This is an optimization exercise on Yosys and OpenROAD, whose aim is small area, a short achievable clock period and few clock cycles per item, not a production implementation. For this run, only the layout was checked, not whether the RTL still works. Power and IR drop assume default switching activity.

### config.mk
export PLATFORM = sky130hd
export DESIGN_NAME = mmacc_main
export DESIGN_NICKNAME = mmacc_main
export VERILOG_FILES = /design/flow/design.v
export SDC_FILE = /design/flow/constraint.sdc
export NUM_CORES = 4
export LEC_CHECK = 0
export CAP_MARGIN = 20
export CORE_MARGIN = 2
export CORE_UTILIZATION = 40
export CTS_CLUSTER_DIAMETER = 60
export CTS_CLUSTER_SIZE = 30
export SETUP_SLACK_MARGIN = 2.5
export SLEW_MARGIN = 20
### constraint.sdc
create_clock -name core_clock -period 5.0 [get_ports {clk}]
set_input_delay 1.0000 -clock core_clock [delete_from_list [all_inputs] [get_ports {clk}]]
set_output_delay 1.0000 -clock core_clock [all_outputs]
set_load 0.01 [all_outputs]
### design.v
`timescale 1ns/1ps
`default_nettype none
module mmacc_main (
  input  wire logic        clk,
  input  wire logic        s_rst_n,
  input  wire logic        ld_en_i,
  input  wire logic [4:0]  ld_add_i,
  input  wire logic [15:0] ld_data_i,
  input  wire logic        cmd_avail_i,
  input  wire logic [1:0]  cmd_slot_i,
  input  wire logic [2:0]  cmd_rot_i,
  input  wire logic        res_avail_i,
  input  wire logic [15:0] res_i,
  output logic             cmd_enquiry_o,
  output logic             feed_vld_o,
  output logic [15:0]      feed_data_o,
  output logic             feed_sop_o,
  output logic             feed_eop_o,
  output logic             sxt_vld_o,
  output logic [15:0]      sxt_data_o,
  output logic             sxt_last_o,
  output logic [1:0]       sxt_slot_o,
  output logic             done_o,
  output logic [1:0]       done_slot_o,
  output logic [3:0]       error_o
);
  logic [1:0] t_slot [4];
  logic [2:0] t_sidx [4];            
  logic [1:0] wr_ptr;                
  logic [2:0] ifc;                   
  logic       tab_full;
  logic       cmd_take;
  logic       x_done;                
  assign tab_full = ifc[2];
  assign cmd_take = cmd_avail_i & ~tab_full;
  always_ff @(posedge clk) begin
    if (!s_rst_n) begin
      wr_ptr <= '0;
      ifc    <= '0;
    end else begin
      wr_ptr <= wr_ptr + 2'(cmd_take);
      ifc    <= ifc + 3'(cmd_take) - 3'(x_done);
    end
  end
  always_ff @(posedge clk) begin
    if (cmd_take) begin
      t_slot[wr_ptr] <= cmd_slot_i;
      t_sidx[wr_ptr] <= 3'd0 - cmd_rot_i;
    end
  end
  logic [31:0][15:0] w;              
  logic [3:0][7:0]   sel_q;          
  logic [3:0][15:0]  rd;             
  always_comb begin
    for (int s = 0; s < 4; s++) begin
      rd[s] = '0;
      for (int i = 0; i < 8; i++) begin
        rd[s] = rd[s] | (w[s*8+i] & {16{sel_q[s][i]}});
      end
    end
  end
  function automatic logic [31:0] oh32(input logic [1:0] s, input logic [2:0] i);
    for (int a = 0; a < 32; a++) oh32[a] = ({s, i} == 5'(a));
  endfunction
  function automatic logic [7:0] oh8(input logic [2:0] i);
    for (int a = 0; a < 8; a++) oh8[a] = (i == 3'(a));
  endfunction
  function automatic logic [3:0] oh4(input logic [1:0] s);
    for (int a = 0; a < 4; a++) oh4[a] = (s == 2'(a));
  endfunction
  function automatic logic [3:0] nib_or(input logic [15:0] x);
    for (int k = 0; k < 4; k++) nib_or[k] = |x[4*k +: 4];
  endfunction
  function automatic logic [15:0] cneg4(input logic [15:0] x, input logic [3:0] g,
                                        input logic n);
    logic any;
    for (int i = 0; i < 16; i++) begin
      any = 1'b0;
      for (int k = 0; k < 4; k++) if (4*k + 4 <= i) any = any | g[k];
      for (int b = (i / 4) * 4; b < i; b++) any = any | x[b];
      cneg4[i] = x[i] ^ (n & any);
    end
  endfunction
  function automatic logic [15:0] cneg(input logic [15:0] x, input logic n);
    logic [15:0] p;
    p = x;
    for (int d = 1; d < 16; d = d * 2) begin
      for (int i = 15; i >= d; i--) p[i] = p[i] | p[i-d];
    end
    cneg[0] = x[0];
    for (int i = 1; i < 16; i++) cneg[i] = x[i] ^ (n & p[i-1]);
  endfunction
  logic       fr_v, fr_last, fr_neg;
  logic [2:0] fr_j;
  logic [7:0] fr_ioh;                
  logic [3:0] fr_soh;                
  logic [3:0] pf_oh;
  logic [1:0] f_ptr;                 
  logic [2:0] f_cnt;                 
  logic [2:0] fd_ptr;                
  logic       f_free, f_pend, f_start, f_tab;
  logic [3:0] fs_soh;
  logic [7:0] fs_ioh;
  assign f_pend  = (f_cnt != 3'd0);
  assign f_free  = ~fr_v | fr_last;
  assign f_start = f_free & (f_pend | cmd_take);
  assign f_tab   = f_pend;
  assign fs_soh  = f_tab ? oh4(t_slot[f_ptr]) : oh4(cmd_slot_i);
  assign fs_ioh  = f_tab ? oh8(t_sidx[f_ptr]) : oh8(3'd0 - cmd_rot_i);
  logic        fn_v;
  logic [31:0] fn_sel;
  logic [3:0]  fn_oh;
  logic [7:0]  fn_ioh;
  assign fn_v   = f_start | (fr_v & ~fr_last);
  assign fn_oh  = ~fn_v ? 4'd0 : f_start ? fs_soh : fr_soh;
  assign fn_ioh = f_start ? fs_ioh : {fr_ioh[6:0], fr_ioh[7]};
  always_comb begin
    for (int t = 0; t < 4; t++) fn_sel[t*8 +: 8] = fn_ioh & {8{fn_oh[t]}};
  end
  logic [15:0] pf;
  always_comb begin
    pf = '0;
    for (int s = 0; s < 4; s++) pf = pf | (rd[s] & {16{pf_oh[s]}});
  end
  always_ff @(posedge clk) begin
    if (!s_rst_n) begin
      fr_v   <= 1'b0;
      f_ptr  <= '0;
      f_cnt  <= '0;
      fd_ptr <= '0;
    end else begin
      fr_v   <= fn_v;
      f_ptr  <= f_ptr + 2'(f_start);
      f_cnt  <= f_cnt + 3'(cmd_take) - 3'(f_start);
      fd_ptr <= fd_ptr + 3'(fr_v & fr_last);
    end
  end
  always_ff @(posedge clk) begin
    if (f_start) begin
      fr_j    <= 3'd0;
      fr_last <= 1'b0;
      fr_soh  <= fs_soh;
      fr_ioh  <= fs_ioh;
      fr_neg  <= ~fs_ioh[0];
    end else begin
      fr_j    <= fr_j + 3'd1;
      fr_last <= (fr_j == 3'd6);
      fr_ioh  <= {fr_ioh[6:0], fr_ioh[7]};
      fr_neg  <= fr_neg & ~fr_ioh[7];
    end
  end
  always_ff @(posedge clk) begin
    if (!s_rst_n) begin
      feed_vld_o <= 1'b0;
      feed_sop_o <= 1'b0;
      feed_eop_o <= 1'b0;
    end else begin
      feed_vld_o <= fr_v;
      feed_sop_o <= fr_v & (fr_j == 3'd0);
      feed_eop_o <= fr_v & fr_last;
    end
  end
  always_ff @(posedge clk) begin
    feed_data_o <= cneg4(pf, nib_or(pf), fr_neg);
  end
  logic [5:0]  in_pos;               
  logic [15:0] a_q;
  logic        a_v;
  logic        r_v, r_adv;           
  logic [3:0]  pa_oh;
  logic [15:0] sum, nsum;
  logic [1:0]  in_slot;
  assign in_slot = t_slot[in_pos[4:3]];
  assign sum     = a_q + res_i;
  assign nsum    = (-a_q) + ~res_i + 16'd1;
  logic [15:0] pa;
  always_comb begin
    pa = '0;
    for (int s = 0; s < 4; s++) pa = pa | (rd[s] & {16{pa_oh[s]}});
  end
  logic a_load;
  assign a_load = r_v & (r_adv ? res_avail_i : ~res_avail_i);
  logic [7:0]  k_oh;                 
  logic [2:0]  in_ptr1;
  logic        av0, av1;             
  logic        rdc, rdn;             
  logic [3:0]  soc, son;             
  logic [7:0]  k1, k2;
  logic        x1, x2;               
  assign in_ptr1 = in_pos[5:3] + 3'd1;
  assign av0  = a_v | (r_v & ~r_adv);
  assign av1  = r_v & r_adv;
  assign rdc  = (in_pos[5:3] != fd_ptr) | (fr_v & fr_last);
  assign rdn  = (in_ptr1 != fd_ptr) | (fr_v & fr_last);
  assign soc  = oh4(t_slot[in_pos[4:3]]);
  assign son  = oh4(t_slot[in_ptr1[1:0]]);
  assign k1   = {k_oh[6:0], k_oh[7]};
  assign k2   = {k_oh[5:0], k_oh[7:6]};
  assign x1   = k_oh[7];
  assign x2   = k_oh[7] | k_oh[6];
  logic [7:0]  ti0, ti1;
  logic [3:0]  an_oh0, an_oh1, an_oh;
  logic [31:0] an_sel;
  logic        rdy0, rdy1;
  logic        c0, c1;
  assign ti0    = av0 ? k1 : k_oh;
  assign c0     = av0 & x1;
  assign ti1    = av1 ? k2 : k1;
  assign c1     = av1 ? x2 : x1;
  assign rdy0   = c0 ? rdn : rdc;
  assign rdy1   = c1 ? rdn : rdc;
  assign an_oh0 = ~rdy0 ? 4'd0 : c0 ? son : soc;
  assign an_oh1 = ~rdy1 ? 4'd0 : c1 ? son : soc;
  assign an_oh  = res_avail_i ? an_oh1 : an_oh0;
  always_comb begin
    for (int t = 0; t < 4; t++)
      an_sel[t*8 +: 8] = res_avail_i ? (ti1 & {8{an_oh1[t]}}) : (ti0 & {8{an_oh0[t]}});
  end
  always_ff @(posedge clk) begin
    if (!s_rst_n) begin
      in_pos <= '0;
      k_oh   <= 8'd1;
      a_v    <= 1'b0;
      r_v    <= 1'b0;
      r_adv  <= 1'b0;
    end else begin
      in_pos <= in_pos + 6'(res_avail_i);
      k_oh   <= res_avail_i ? k1 : k_oh;
      a_v    <= res_avail_i ? av1 : av0;
      r_v    <= res_avail_i ? rdy1 : rdy0;
      r_adv  <= res_avail_i ? av1 : av0;
    end
  end
  always_ff @(posedge clk) begin
    if (a_load) a_q <= pa;
  end
  logic [15:0] sum_q;
  logic        wq_v;
  logic [4:0]  wq_add;
  always_ff @(posedge clk) begin
    if (!s_rst_n) wq_v <= 1'b0;
    else          wq_v <= res_avail_i;
    if (res_avail_i) sum_q <= sum;
    wq_add <= {in_slot, in_pos[2:0]};
  end
  logic [15:0] wbus;
  logic [31:0] we;
  assign wbus = ld_en_i ? ld_data_i : sum_q;
  assign we   = (ld_en_i ? oh32(ld_add_i[4:3], ld_add_i[2:0]) : 32'd0)
              | (wq_v ? oh32(wq_add[4:3], wq_add[2:0]) : 32'd0);
  always_ff @(posedge clk) begin
    for (int a = 0; a < 32; a++) begin
      if (we[a]) w[a] <= wbus;
    end
  end
  logic       x_b0, x_b1;
  logic [2:0] xb;                    
  logic [1:0] x_slot;
  logic [3:0] px_oh;
  logic [15:0] w0, px;
  logic [15:0] xr;                   
  logic [3:0]  xr_g;
  assign x_b0   = res_avail_i & (in_pos[2:0] == 3'd6);
  assign x_b1   = res_avail_i & (in_pos[2:0] == 3'd7);
  assign x_done = (xb == 3'd7);
  always_comb begin
    w0 = '0;
    for (int s = 0; s < 4; s++) w0 = w0 | (w[s*8] & {16{in_slot == 2'(s)}});
    px = '0;
    for (int s = 0; s < 4; s++) px = px | (rd[s] & {16{px_oh[s]}});
  end
  logic        xn_v;
  logic [2:0]  xn_idx;
  logic [31:0] xn_sel;
  assign xn_v   = x_b1 | ((xb != 3'd0) & (xb < 3'd6));
  assign xn_idx = x_b1 ? 3'd5 : 3'd6 - xb;
  assign xn_sel = xn_v ? oh32(x_slot, xn_idx) : 32'd0;
  always_ff @(posedge clk) begin
    if (!s_rst_n) begin
      xb         <= '0;
      sxt_vld_o  <= 1'b0;
      sxt_last_o <= 1'b0;
    end else begin
      xb         <= x_b1 ? 3'd2 : (xb != 3'd0 && xb != 3'd7) ? xb + 3'd1 : 3'd0;
      sxt_vld_o  <= x_b0 | x_b1 | (xb != 3'd0);
      sxt_last_o <= x_done;
    end
  end
  always_ff @(posedge clk) begin
    if (x_b0) x_slot <= in_slot;
    xr         <= x_b1 ? sum_q : px;
    xr_g       <= x_b1 ? nib_or(sum_q) : nib_or(px);
    sxt_data_o <= x_b0 ? w0 : x_b1 ? nsum : cneg4(xr, xr_g, 1'b1);
  end
  assign sxt_slot_o  = x_slot;
  assign done_o      = sxt_last_o;
  assign done_slot_o = x_slot;
  always_ff @(posedge clk) begin
    sel_q <= fn_sel | an_sel | xn_sel;
    pf_oh <= fn_oh;
    pa_oh <= an_oh;
    px_oh <= xn_v ? oh4(x_slot) : 4'd0;
  end
  logic [2:0] enq_cnt;
  always_ff @(posedge clk) begin
    if (!s_rst_n) begin
      enq_cnt       <= 3'd4;
      cmd_enquiry_o <= 1'b0;
    end else begin
      enq_cnt       <= enq_cnt - 3'(enq_cnt != 3'd0);
      cmd_enquiry_o <= (enq_cnt != 3'd0) | x_done;
    end
  end
  logic err_cmd, err_res;
  always_ff @(posedge clk) begin
    if (!s_rst_n) begin
      err_cmd <= 1'b0;
      err_res <= 1'b0;
    end else begin
      err_cmd <= err_cmd | (cmd_avail_i & tab_full);
      err_res <= err_res | (res_avail_i & (in_pos[5:3] == fd_ptr));
    end
  end
  assign error_o = {err_cmd, 1'b0, err_res, 1'b0};
endmodule
`default_nettype wire
### run.sh
#!/bin/bash
# synth_recipe.tcl (not shown) runs the flow's synth.tcl, then flattens the netlist and writes it again
# the make line also repeats each setting of config.mk as NAME=value (left out here)
make -C /OpenROAD-flow-scripts/flow DESIGN_CONFIG=/design/flow/config.mk WORK_HOME=/design/flow/orfs CLKGATE_MAP_FILE= SYNTH_SCRIPT=/design/flow/synth_recipe.tcl finish
==> impl_metrics.toml <==
[layout]
final_nets = 2511
nFillCells = 6438
multi_input_area_sq_um = 11300
num_antenna_cells = 0
fin_area_sq_um = 37600
layout-drive-gt1-share_pct = 26.3
area_growth_pct = 22.4
final_common_cell = "edfxtp_1"
regArea_sq_um = 20300
layout_common_cells = "566 x edfxtp_1, 236 x a22oi_1, 134 x dfxtp_1"

[floorplan]
die-area_sq_um = 79000
die_x_um = 281
fp.dieH_um = 281
start_util_pct = 40.4
io_pins = 94
fp.coreArea_sq_um = 75900
rows = 101

[cts]
cts_made_buffers = 49
cts_hold_buf = 0
cts.sinks = 728
cts-root-buf = "clkbuf_16"
clk_path_buf_depth = 3
cts_tree = "yes"
worstSkewPairLatency_ns = 0.67
htreeDepth = 2
clkSlewWorstSetupHoldPaths_ns = 0.10

[setup_path]
endpoint_kind = "register"
cp-start-kind = "register"
reg2reg_from = "sel_q[24]"
path_max_fanout = 16
crit_type = "register to register"
arrival_ns = 3.28
cp-startpoint = "sel_q[24]"
required_ns = 5.59

[power_and_ir_drop]
power_density_nw_per_um2 = 456
report.power.total_mw = 17.2
ir_drop_uv = 314
leakagePower_nw = 12.6

[global_route]
track_usage_pct = 26.9
grt_max_degree = 44
antenna_found_initial = 4
grt_pass1_wl_um = 152000
grt_overflow_total = 0
grt_pass1_vias = 20800

[route]
drtAntennaViolNets = 0
first_pass_iters = 8
avgViaCountPerCell = 6.26
wl_per_cell_um = 31.1
drc_errors = 0
drt-initial-drc-count = 2990
drt_wl_total_um = 107000
vias = 21600

[synthesis]
synth-async-reset-ratio_pct = 0
synthDistinctLibCells = 75
synth_seq_area_share_pct = 65.9
synth_edf_count = 566
synth.avg_cell_area_sq_um = 13.9
yosys_warnings = 1
synth_cells = 2206
ys.flop_type = "edfxtp_1"
syn_area_sq_um = 30700
ys_seq_elements = 728

[sta]
slew-limit-headroom_pct = 25.8
fin_tns_setup_ns = 0
fin_crit_sh_pct = 54.0
timing.final.max_slew_violations = 0
fmax_ghz = 0.371
post-route-min-period_ns = 2.70
setup_viol = 0
rsz0062_at_grt = "yes"
hold_violations = 0
tightest_slew_ns = 1.11
fin_worst_skew_ns = 0.0573

[run]
drv_cap = 0

[hold_path]
hp-class = "register to register"
hold_start = "in_pos[1]"

[status]
status = "complete, no violations"

[placement]
place_area_sq_um = 33200
io_buffers = 91
gp_congestion = 0.989
dp_hpwl_um = 71900
-- Yosys cell counts, drive strengths merged (11+ instances only) --
master | instances | area share, %
nand4 | 75 | 1.5
dfxtp | 162 | 11
o221ai | 11 | 0.31
a221o | 14 | 0.46
mux4 | 25 | 1.8
a221oi | 12 | 0.34
buf | 62 | 1.1
nand2 | 102 | 1.3
clkbuf | 71 | 0.87
inv | 88 | 1.1
nor2b | 27 | 0.55
edfxtp | 566 | 55
a41oi | 35 | 1.0
o22ai | 33 | 0.67
o21ai | 44 | 0.72
ha | 76 | 3.1
xor2 | 16 | 0.46
and2 | 35 | 0.71
a22oi | 317 | 7.9
a41o | 13 | 0.42
nand3 | 21 | 0.34
nand2b | 21 | 0.43
mux2 | 24 | 0.88
mux2i | 23 | 0.75
nor2 | 64 | 0.78
a22o | 13 | 0.37
nor3 | 30 | 0.49
xnor2 | 41 | 1.2
a21oi | 45 | 0.73
-- sequential cells by signal, summed over array words and instances (netlist names), 12 cells and up --
name         count
xr              16
w              512
a_q             16
sxt_data_o      16
t_sidx          12
sel_q           32
sum_q           16
feed_data_o     16
-- final cells by class --
cell class / count / area share, %
multi-input cells: 1261 / 30.1
flip-flops and latches: 728 / 54.1
clock inverters: 39 / 1.59
repair buffers: 255 / 6.47
inverters: 89 / 0.969
well taps: 1030 / 3.43
clock buffers: 53 / 3.36
-- critical path: stages, from the launching register on --
cell and delay (ns):
dfxtp_4 0.46, a22oi_1 0.30, a41oi_2 0.25, or4_4 0.61, nor4_4 0.42, nand4_1 0.26, o21ai_2 0.19, xor2_1 0.17
-- layer usage --
| layer | GRT usage, % | wire, um | vias up |
|---|---|---|---|
| met5 | 0 | 0 | - |
| met4 | 12.5 | 5760 | 0 |
| met3 | 6.28 | 11800 | 249 |
| met2 | 41.8 | 48800 | 1319 |
| met1 | 35.9 | 41200 | 10900 |
| li1 | - | - | 9130 |
-- what timing repair did --
item | in CTS | in global routing
setup buffers | 74 | 44
gates cloned | 4 | 0
pin swaps | 63 | 79
resized for setup | 263 | 156
endpoints found under the setup margin | 627 | 289
-- cell families after synthesis --
group,Yosys count,share of synthesized area (%)
AOI/OAI and AO/OA,612,14.9
xor gates and xnor gates,58,1.70
adders and majority gates,80,3.36
buffers and inverters,222,3.10
DFF,728,65.9
muxes,72,3.46
other,1,0.0122
and+or+nand+nor,433,7.56
-- metrics by stage --
stage	hold WS [ns]	utilization [%]	worst slack, ns	instances
after floorplan	0.329	-	2.07	2207
after global placement	0.438	43.7	1.25	3241
after detailed placement	0.453	43.7	1.21	3241
after CTS	0.466	48.2	2.29	3411
after global routing	0.471	49.5	2.22	3455
final	0.461	49.5	2.30	3455
-- worst paths after layout --
check                     to  slack (ns)  cells after the start
max          feed_data_o[15]        2.30                      7
min                wq_add[1]        0.46                      0
max reg2reg  feed_data_o[15]        2.30                      7
min reg2reg        wq_add[1]        0.46                      0
-- power breakdown --
part	switching, mW	internal (mW)
logic	3.19	1.90
clock network	2.55	2.07
registers	0.484	6.95

## afterwards: timing with drivers on the ports
The results above use ideal ports. As a check the final layout listed here was re-extracted and re-timed, cells and wires unchanged.
Step 1 assumes that a clkbuf_16 drives the clock port and a buf_2 every other input.
Step 2 times the ports against the registers' clock, not the clock port: input delays grow and output delays shrink by t, the midpoint of the rising clock arrivals with the driver on.
Three values: ideal, step 1, step 2; two values: the first two.
t (ns): 0.704
setup slack, ns: 2.302 / 2.302 / 1.666
clock arrival spread, ns: 0.060 / 0.060
slew at the worst register clock pin (ns): 0.11 / 0.11
worst slew at a driven data input, ns: 0.07
After both steps setup and hold are still met in this run. For this run, drivers alone change the setup slack by 0.000 ns; drivers and shift together by -0.636 ns.
